This design comes from an exercise in tuning for small area on the open sky130 flow, not from production work.
In this exercise RTL edits were held to simulation tests only and were not proved equivalent to the original.
Power and IR drop assume default switching activity.

### flow/run.sh
#!/bin/bash
# The standard layout, with the port buffers made of the smallest buffer
# cell instead of the one buffer_ports picks by itself. Each step's full
# output is in orfs/logs/ as usual; what standard.sh prints goes to
# standard.log here.
set -euo pipefail
export BUFFER_PORTS_ARGS="-buffer_cell sky130_fd_sc_hd__buf_1"
bash standard.sh finish > standard.log 2>&1
### standard.sh
#!/bin/bash
# synth_recipe.tcl (not shown) runs the flow's synth.tcl, then flattens the netlist and writes it again
# the make line also repeats each setting of config.mk as NAME=value (left out here)
make -C /OpenROAD-flow-scripts/flow DESIGN_CONFIG=/design/flow/config.mk WORK_HOME=/design/flow/orfs CLKGATE_MAP_FILE= SYNTH_SCRIPT=/design/flow/synth_recipe.tcl "${@:-finish}"
### config.mk
export PLATFORM = sky130hd
export DESIGN_NAME = du_dump_top
export DESIGN_NICKNAME = du_dump_top
export VERILOG_FILES = /design/flow/design.v
export SDC_FILE = /design/flow/constraint.sdc
export NUM_CORES = 4
export LEC_CHECK = 0
export CAP_MARGIN = 20
export CORE_MARGIN = 2
export CORE_UTILIZATION = 75
export CTS_BUF_LIST = sky130_fd_sc_hd__clkbuf_4 sky130_fd_sc_hd__clkbuf_8
export CTS_CLUSTER_DIAMETER = 40
export CTS_CLUSTER_SIZE = 16
export PLACE_DENSITY = 0.85
export SLEW_MARGIN = 20
### constraint.sdc
create_clock -name core_clock -period 6.0 [get_ports {clk}]
set_input_delay 1.2000 -clock core_clock [delete_from_list [all_inputs] [get_ports {clk}]]
set_output_delay 1.2000 -clock core_clock [all_outputs]
set_load 0.01 [all_outputs]
### design.v
package du_pkg;
    localparam int NB_PC        = 32;
    localparam int NB_REG       = 32;
    localparam int NB_REG_ADDR  = 5;
    localparam int NB_UART_DATA = 8;
    typedef enum logic [7:0] {
        CMD_DUMP = 8'h44
    } du_cmd_e;
    typedef struct packed {
        logic                   en;
        logic [NB_REG_ADDR-1:0] addr;
        logic [NB_REG-1:0]      data;
    } rf_wr_t;
    typedef struct packed {
        logic                    start;
        logic [NB_UART_DATA-1:0] data;
    } tx_req_t;
endpackage
import du_pkg::*;
module uart_rx #(
    parameter int CLKS_PER_BIT = 16
) (
    input  logic clk,
    input  logic i_rst,
    input  logic i_rx,
    output logic o_cmd_valid
);
    logic       active;
    logic [7:0] cnt;
    logic       match;
    logic       sample;
    logic       exp_bit;
    assign sample  = active && (cnt[3:0] == 4'd7);
    localparam logic [NB_UART_DATA-1:0] OPCODE = NB_UART_DATA'(CMD_DUMP);
    assign exp_bit = OPCODE[3'(cnt[7:4] - 4'd1)];
    always_ff @(posedge clk) begin
        if (i_rst) begin
            active      <= 1'b0;
            o_cmd_valid <= 1'b0;
        end else begin
            o_cmd_valid <= 1'b0;
            if (!active) begin
                if (!i_rx) begin
                    active <= 1'b1;
                end
            end else if (sample) begin
                if (cnt[7:4] == 4'd0) begin
                    if (i_rx) begin
                        active <= 1'b0;
                    end
                end else if (cnt[7:4] == 4'd9) begin
                    o_cmd_valid <= i_rx && match;
                    active      <= 1'b0;
                end
            end
        end
    end
    always_ff @(posedge clk) begin
        if (!active) begin
            cnt   <= '0;
            match <= 1'b1;
        end else begin
            cnt <= cnt + 8'd1;
            if (sample && (cnt[7:4] != 4'd0) && (cnt[7:4] != 4'd9) && (i_rx != exp_bit)) begin
                match <= 1'b0;
            end
        end
    end
endmodule
import du_pkg::*;
module du_cmd_decoder (
    input  logic            clk,
    input  logic            i_rst,
    input  logic            i_cmd_valid,
    input  logic            i_busy,
    output logic            o_dump_start
);
    logic dump_hit;
    logic start_guard;
    assign start_guard = o_dump_start;
    assign dump_hit    = i_cmd_valid;
    always_ff @(posedge clk) begin
        if (i_rst) begin
            o_dump_start <= 1'b0;
        end else begin
            o_dump_start <= dump_hit && !i_busy && !start_guard;
        end
    end
endmodule
import du_pkg::*;
module cpu_regfile (
    input  logic                           clk,
    input  logic                           i_rst,
    input  du_pkg::rf_wr_t                 i_wr,
    output logic [du_pkg::NB_REG_ADDR-1:0] o_tap_idx,
    output logic [du_pkg::NB_REG-1:0]      o_tap,
    output logic [du_pkg::NB_REG-1:0]      o_pend_data
);
    localparam int N_POS = 31;
    logic [NB_REG-1:0]      ring [N_POS];
    logic [4:0]             ph;
    logic [4:0]             ph_next;
    logic [5:0]             sum;
    logic [4:0]             tgt;
    logic                   wr_ok;
    logic [N_POS-1:0]       sel_q;
    logic [N_POS-1:0]       sel_n_q;
    logic [NB_REG-1:0]      bus_q;
    always_ff @(posedge clk) begin
        if (i_rst) begin
            ph <= '0;
        end else begin
            ph <= ph_next;
        end
    end
    assign ph_next = (ph == 5'd30) ? 5'd0 : ph + 5'd1;
    assign sum     = {1'b0, i_wr.addr} + {1'b0, ph_next};
    assign tgt   = (sum >= 6'd31) ? 5'(sum + 6'd1) : sum[4:0];
    assign wr_ok = i_wr.en && (i_wr.addr != '0);
    always_ff @(posedge clk) begin
        for (int p = 0; p < N_POS; p++) begin
            sel_q[p]   <= i_rst || (wr_ok && (tgt == 5'(p)));
            sel_n_q[p] <= !(i_rst || (wr_ok && (tgt == 5'(p))));
        end
        bus_q   <= i_rst ? '0 : i_wr.data;
    end
    always_ff @(posedge clk) begin
        ring[0] <= (ring[N_POS-1] | {NB_REG{sel_q[0]}}) & (bus_q | {NB_REG{sel_n_q[0]}});
        for (int p = 1; p < N_POS; p++) begin
            if (p % 2 == 1) begin
                ring[p] <= ~((ring[p-1] | {NB_REG{sel_q[p]}}) & (bus_q | {NB_REG{sel_n_q[p]}}));
            end else begin
                ring[p] <= ~((ring[p-1] | {NB_REG{sel_q[p]}}) & (~bus_q | {NB_REG{sel_n_q[p]}}));
            end
        end
    end
    assign o_tap       = ring[N_POS-1];
    assign o_tap_idx   = ~ph;
    assign o_pend_data = bus_q;
endmodule
import du_pkg::*;
module du_regfile_tx #(
    parameter int NB_PC = du_pkg::NB_PC
) (
    input  logic                           clk,
    input  logic                           i_rst,
    input  logic                           i_start,
    input  logic [NB_PC-1:0]               i_pc,
    input  logic [du_pkg::NB_REG_ADDR-1:0] i_tap_idx,
    input  logic [du_pkg::NB_REG-1:0]      i_tap,
    input  logic [du_pkg::NB_REG-1:0]      i_pend_data,
    input  du_pkg::rf_wr_t                 i_wr,
    input  logic                           i_tx_done,
    output du_pkg::tx_req_t                o_tx_req,
    output logic                           o_busy,
    output logic                           o_done
);
    localparam int NB_COUNTER     = 3;
    localparam int BYTES_PER_WORD = NB_REG / NB_UART_DATA;
    localparam logic [NB_COUNTER-1:0] LAST_COUNT = NB_COUNTER'(BYTES_PER_WORD);
    typedef enum logic [1:0] {
        IDLE,
        SEND_PC,
        READ_REG,
        SEND_REG
    } state_e;
    state_e                 state;
    state_e                 state_next;
    logic [NB_REG-1:0]      data_reg;
    logic [NB_REG_ADDR-1:0] addr_reg;
    logic [NB_REG_ADDR-1:0] addr_next;
    logic [NB_COUNTER-1:0]  count_reg;
    logic [NB_COUNTER-1:0]  count_next;
    logic [NB_REG-1:0]      word;
    always_ff @(posedge clk) begin
        if (i_rst) begin
            state     <= IDLE;
            addr_reg  <= '0;
            count_reg <= '0;
        end else begin
            state     <= state_next;
            addr_reg  <= addr_next;
            count_reg <= count_next;
        end
    end
    logic track;
    logic pend_hit;
    assign track = ((state == SEND_PC || state == SEND_REG) && (count_reg == LAST_COUNT)) ||
                   (state == READ_REG);
    always_ff @(posedge clk) begin
        pend_hit <= i_wr.en && (i_wr.addr == addr_reg);
    end
    always_ff @(posedge clk) begin
        if (track && pend_hit) begin
            data_reg <= i_pend_data;
        end else if (track && (i_tap_idx == addr_reg)) begin
            data_reg <= i_tap;
        end
    end
    assign word = (state == SEND_PC) ? NB_REG'(i_pc) :
                  (addr_reg == 5'd1) ? '0 : data_reg;
    always_comb begin
        state_next = state;
        addr_next  = addr_reg;
        count_next = count_reg;
        o_tx_req   = '0;
        o_done     = 1'b0;
        case (state)
            IDLE: begin
                if (i_start) begin
                    state_next = SEND_PC;
                end
            end
            SEND_PC, SEND_REG: begin
                if (count_reg == LAST_COUNT) begin
                    if (i_tx_done) begin
                        count_next = '0;
                        if (state == SEND_REG && addr_reg == '0) begin
                            state_next = IDLE;
                            o_done     = 1'b1;
                        end else begin
                            state_next = READ_REG;
                        end
                    end
                end else if (count_reg == '0 || i_tx_done) begin
                    o_tx_req.start = 1'b1;
                    o_tx_req.data  = word[count_reg * NB_UART_DATA +: NB_UART_DATA];
                    count_next     = count_reg + 1'b1;
                end
            end
            READ_REG: begin
                addr_next  = addr_reg + 1'b1;
                state_next = SEND_REG;
            end
            default: state_next = IDLE;
        endcase
    end
    assign o_busy = (state != IDLE) && !o_done;
endmodule
import du_pkg::*;
module uart_tx #(
    parameter int CLKS_PER_BIT = 16
) (
    input  logic            clk,
    input  logic            i_rst,
    input  du_pkg::tx_req_t i_req,
    output logic            o_tx,
    output logic            o_tx_done
);
    localparam logic [7:0] DONE_CNT = 8'(10 * CLKS_PER_BIT - 2);
    logic                    active;
    logic [7:0]              cnt;
    logic [NB_UART_DATA-1:0] shift_reg;
    logic                    bit_end;
    assign bit_end = active && (cnt[3:0] == 4'hf);
    always_ff @(posedge clk) begin
        if (i_rst) begin
            active    <= 1'b0;
            o_tx      <= 1'b1;
            o_tx_done <= 1'b0;
        end else begin
            o_tx_done <= 1'b0;
            if (!active) begin
                if (i_req.start) begin
                    o_tx   <= 1'b0;
                    active <= 1'b1;
                end
            end else begin
                if (bit_end) begin
                    o_tx <= shift_reg[0];
                end
                if (cnt == DONE_CNT) begin
                    o_tx_done <= 1'b1;
                    active    <= 1'b0;
                end
            end
        end
    end
    always_ff @(posedge clk) begin
        if (!active) begin
            cnt <= '0;
        end else begin
            cnt <= cnt + 8'd1;
        end
    end
    always_ff @(posedge clk) begin
        if (!active && i_req.start) begin
            shift_reg <= i_req.data;
        end else if (bit_end) begin
            shift_reg <= {1'b1, shift_reg[NB_UART_DATA-1:1]};
        end
    end
endmodule
import du_pkg::*;
module du_dump_top #(
    parameter int CLKS_PER_BIT = 16
) (
    input  logic                     clk,
    input  logic                     i_rst,
    input  logic                     i_rx,
    output logic                     o_tx,
    input  logic [du_pkg::NB_PC-1:0] i_pc,
    input  logic                     i_rf_wr_en,
    input  logic [du_pkg::NB_REG_ADDR-1:0] i_rf_wr_addr,
    input  logic [du_pkg::NB_REG-1:0]      i_rf_wr_data,
    output logic                     o_busy,
    output logic                     o_dump_done
);
    logic                    rx_valid;
    logic                    dump_start;
    logic [NB_REG_ADDR-1:0]  rf_tap_idx;
    logic [NB_REG-1:0]       rf_tap;
    logic [NB_REG-1:0]       rf_pend_data;
    du_pkg::tx_req_t                 tx_req;
    du_pkg::rf_wr_t                  rf_wr;
    logic                    tx_done;
    assign rf_wr = {i_rf_wr_en, i_rf_wr_addr, i_rf_wr_data};
    uart_rx #(
        .CLKS_PER_BIT (CLKS_PER_BIT)
    ) i_uart_rx (
        .clk          (clk),
        .i_rst        (i_rst),
        .i_rx         (i_rx),
        .o_cmd_valid  (rx_valid)
    );
    du_cmd_decoder i_du_cmd_decoder (
        .clk          (clk),
        .i_rst        (i_rst),
        .i_cmd_valid  (rx_valid),
        .i_busy       (o_busy),
        .o_dump_start (dump_start)
    );
    cpu_regfile i_cpu_regfile (
        .clk     (clk),
        .i_rst   (i_rst),
        .i_wr    (rf_wr),
        .o_tap_idx (rf_tap_idx),
        .o_tap     (rf_tap),
        .o_pend_data (rf_pend_data)
    );
    du_regfile_tx #(
        .NB_PC (NB_PC)
    ) i_du_regfile_tx (
        .clk             (clk),
        .i_rst           (i_rst),
        .i_start         (dump_start),
        .i_pc            (i_pc),
        .i_tap_idx       (rf_tap_idx),
        .i_tap           (rf_tap),
        .i_pend_data     (rf_pend_data),
        .i_wr            (rf_wr),
        .i_tx_done       (tx_done),
        .o_tx_req        (tx_req),
        .o_busy          (o_busy),
        .o_done          (o_dump_done)
    );
    uart_tx #(
        .CLKS_PER_BIT (CLKS_PER_BIT)
    ) i_uart_tx (
        .clk       (clk),
        .i_rst     (i_rst),
        .i_req     (tx_req),
        .o_tx      (o_tx),
        .o_tx_done (tx_done)
    );
endmodule
==> impl_results.md <==
- Routed wire per std cell: 27.4 um
- FMAX: approximately 240 MHz
- Chip Width: about 220 um
- Dpl cells: around 3400
- Overall routing resource usage: roughly 41%
- Seq/Total Area, Yosys: slightly below 70%
- Critical Path Fanout Max: 18
- Layout area overhead: 7.97%
- Total power: 16000 uW
- PwrDens: roughly 430 mW/mm2
- Total congestion overflow: 0
- Layout Nets: 2966
- Endpoint class of the critical path: primary output
- Synth area leader: dfxtp_1
- Top Ports: 76
- Hold path endpoint: i_cpu_regfile.ring[21][23]
- Final Setup Violations: 0
- Hold path cells: 1
- Mapped cell area: between 0.03 and 0.04 mm2
- EDFF count, synth: 40
- Routed vias: between 20000 and 30000
- Most frequently used flop master after synthesis: dfxtp_1
- First-pass GRT wire length: between 100000 and 150000 um
- Antenna violations before repair: 2
- Layout Skew: 0.0404 ns
- Top cell types by occurrence after synthesis: 1125 x dfxtp_1, 961 x o22ai_1, 314 x clkbuf_1, 59 x nand2_1, 49 x o21ai_0
- Drc violations: 0
- Initial DRC count: 3846
- Hold Crit Start: i_cpu_regfile.ring[20][23]
- Final HPWL DP: 53300 um
- Post-layout util: ~82%
- Latest clock arrival within the worst-skew pair: between 0.7 and 0.8 ns
- Peak VDD IR: about 470 uV
- Total CTS buffers: between 100 and 150
- Cell variety after synth: 62
- RSZ-0062 raised after global routing: no
- Fin crit share: a little over two thirds
- Clock sinks: 1165
- Setup WS pre-CTS: 1.67 ns
- CTS resizes: 0
- Most common cell in the netlist: dfxtp_1
- Max Cap Viol: 0
- Max reg flops: about 990
- Core region area: about 0.045 mm2
- CTS tree: done
- LEAKAGE: approximately 0.014 uW
- Initial DRT Pass Iterations: 8
- Syn nets: 3065
- Ys async rst share: 0%
- Status: no timing/DRC/antenna violations
- # hold bufs at CTS: 0
- IO Port Bufs: 75
- RR Startpoint: i_cpu_regfile.ph[0]
- WP data required: 4.80 ns
- R2r worst-path depth: 14
- Critical Path AT: a little under 3 ns
- Synth Area per Inst: between 10 and 15 um2
- Fin. Hold Viols: 0
- Vias in the first global route: ~25000
- Initial Util: 76.0%
- Final non-filler cell total: 3566
- Synth warn: 6
- Worst R2R End: i_cpu_regfile.sel_n_q[4]
- Worst-Margin Slew: approximately 1.0 ns
- H-tree depth: 3
- Hold Path Class: reg2reg
- FP Rows: around 80
- Routed Wire Length: slightly below 100000 um
- #FFs+latches synth: approximately 1200
- Setup Crit Path Kind: reg2out
- Syn Inst Count: 2975
- Setup slack, reg-to-reg: 1.84 ns
- Clock-pin slew on the worst setup and hold paths: ~0.090 ns
- Final worst slack: 1.83 ns
- Slew Limit Fails: 0
- Placer Congestion: about 0.94
- Area share of the largest cell type after synthesis: between 60 and 70%
- Synth area leaders: dfxtp_1 65%, o22ai_1 17%, edfxtp_1 3.5%, clkbuf_1 3.4%, mux4_2 1.0%
- Die area: about 0.048 mm2
- Antenna Nets Post-Route: 0
- Post-CTS Setup Inserts: 0
- Largest net degree at the start of global routing: 66
- Fillcell total: between 2000 and 2500
- Final min period: 4.17 ns
- Slew margin rel.: 30.2%
- Layout cells sized above 1: around a tenth
- Vias per inst: between 7 and 8
- CTS root buffer: clkbuf_8
- Setup TNS: 0 ns
- Crit path launch type: register
- CTS max path bufs: 3
- Die height: approximately 220 um
==> cell families (layout without fill, tap and decap cells) <==
group,count (synthesis),count (layout),synth area share [%]
AOI/OAI and AO/OA,1148,1148,21.0
xor gates and xnor gates,32,32,0.834
adders and majority gates,17,17,0.638
buffers and inverters,370,360,4.07
DFF,1165,1165,68.8
muxes,27,27,1.44
other,0,1,0
and+or+nand+nor,216,216,3.26
==> final cells by class <==
cell class / count / area (um2) / area share [%]
Timing Repair Buffer: 113 / 571 / 1.53
Antenna cell: 1 / 2.50 / 0.00672
Multi-Input combinational cell: 1440 / 9390 / 25.2
Sequential cell: 1165 / 23800 / 63.8
Tap cell: 600 / 751 / 2.02
Inverter: 46 / 173 / 0.464
Clock inverter: 73 / 848 / 2.28
Clock buffer: 128 / 1730 / 4.65
==> worst max path at each step <==
stage	start	endpoint	slack (ns)
floorplan	i_rf_wr_addr[0]	i_cpu_regfile.sel_n_q[18]	2.31
global placement	i_rf_wr_addr[0]	i_cpu_regfile.sel_n_q[8]	1.64
detailed placement	i_rf_wr_addr[0]	i_cpu_regfile.sel_n_q[4]	1.67
CTS	i_du_regfile_tx.count_reg[0]	o_busy	1.82
global route	i_cpu_regfile.ph[0]	i_cpu_regfile.sel_n_q[4]	1.59
finish	i_du_regfile_tx.count_reg[0]	o_busy	1.83
==> worst max-delay path: stages, from the launching register on <==
cell and delay, ns:
dfxtp_1 0.82, inv_1 0.19, ha_1 0.32, and3_1 0.26, and2_1 0.19, nand2_1 0.07
nor2_1 0.06, nor2_1 0.15, buf_1 0.17
==> routing by layer <==
metal  part of all wire (%)  up-vias  track usage, %
met4                    4.7        2            18.8
met2                     44     2183            61.6
met3                     13      422            10.7
met5                  0.013        -               0
li1                       -    10858               -
met1                     38    12253            54.8
==> metrics by stage <==
stage / cell area [um2] / hold WS [ns]
after floorplan: 34500 / 0.399
after CTS: 37200 / 0.410
final: 37200 / 0.400
after detailed placement: 34600 / 0.405
after global routing: 37200 / 0.416
after global placement: 34600 / 0.404
==> power breakdown <==
part	switching (uW)	leakage (uW)	total, uW	internal, uW
Clock	2880	0.00128	5390	2510
Combinational	721	0.00316	1240	522
Sequential	679	0.00980	9380	8700
==> cells in the final DEF (no fill, tap or decap), types with 7 or more instances in the layout <==
| cell type | synthesis | final |
|---|---|---|
| and2_1 | 15 | 15 |
| a21oi_1 | 45 | 45 |
| edfxtp_1 | 40 | 40 |
| inv_8 | 0 | 8 |
| a31oi_1 | 8 | 8 |
| nor2_1 | 33 | 33 |
| clkbuf_8 | 0 | 123 |
| nor2b_1 | 42 | 42 |
| o22ai_1 | 961 | 960 |
| mux4_2 | 16 | 16 |
| dfxtp_1 | 1125 | 1087 |
| and3_1 | 7 | 7 |
| buf_1 | 1 | 74 |
| buf_4 | 2 | 38 |
| nand2_1 | 59 | 59 |
| inv_1 | 45 | 45 |
| inv_6 | 0 | 10 |
| clkinv_2 | 0 | 10 |
| nand3_1 | 21 | 21 |
| xor2_1 | 15 | 15 |
| o21ai_0 | 49 | 49 |
| a21o_1 | 34 | 34 |
| nor3_1 | 11 | 11 |
| ha_1 | 16 | 16 |
| bufinv_16 | 0 | 11 |
| mux2i_1 | 9 | 9 |
| dfxtp_2 | 0 | 38 |
| o22a_1 | 33 | 33 |
| clkinvlp_4 | 0 | 14 |
| clkinv_4 | 0 | 17 |
| xnor2_1 | 16 | 15 |

afterwards: timing with drivers on the ports:
No port has a modelled driver above. Below, the same layout with a new extraction and two added sets of constraints.
Step 1: set_driving_cell puts a clkbuf_16 on clk and a buf_2 on each other input, an assumption about the parent block.
Step 2, shift: input delay + t, output delay - t, t = (earliest + latest rising clock arrival at the registers) / 2. This alone moves slack from input paths to output paths.
Three values: ideal ports, drivers, drivers and shift; two values: the first two.
shift t [ns]: 0.792
setup slack, ns: 1.830 / 1.775 / 1.585
hold WS [ns]: 0.400 / 0.400 / 0.400
slew at the worst register clock pin (ns): 0.10 / 0.10
After both steps setup and hold are still met in this run. The setup slack of this run moves by -0.055 ns with the drivers and by -0.245 ns with both steps.
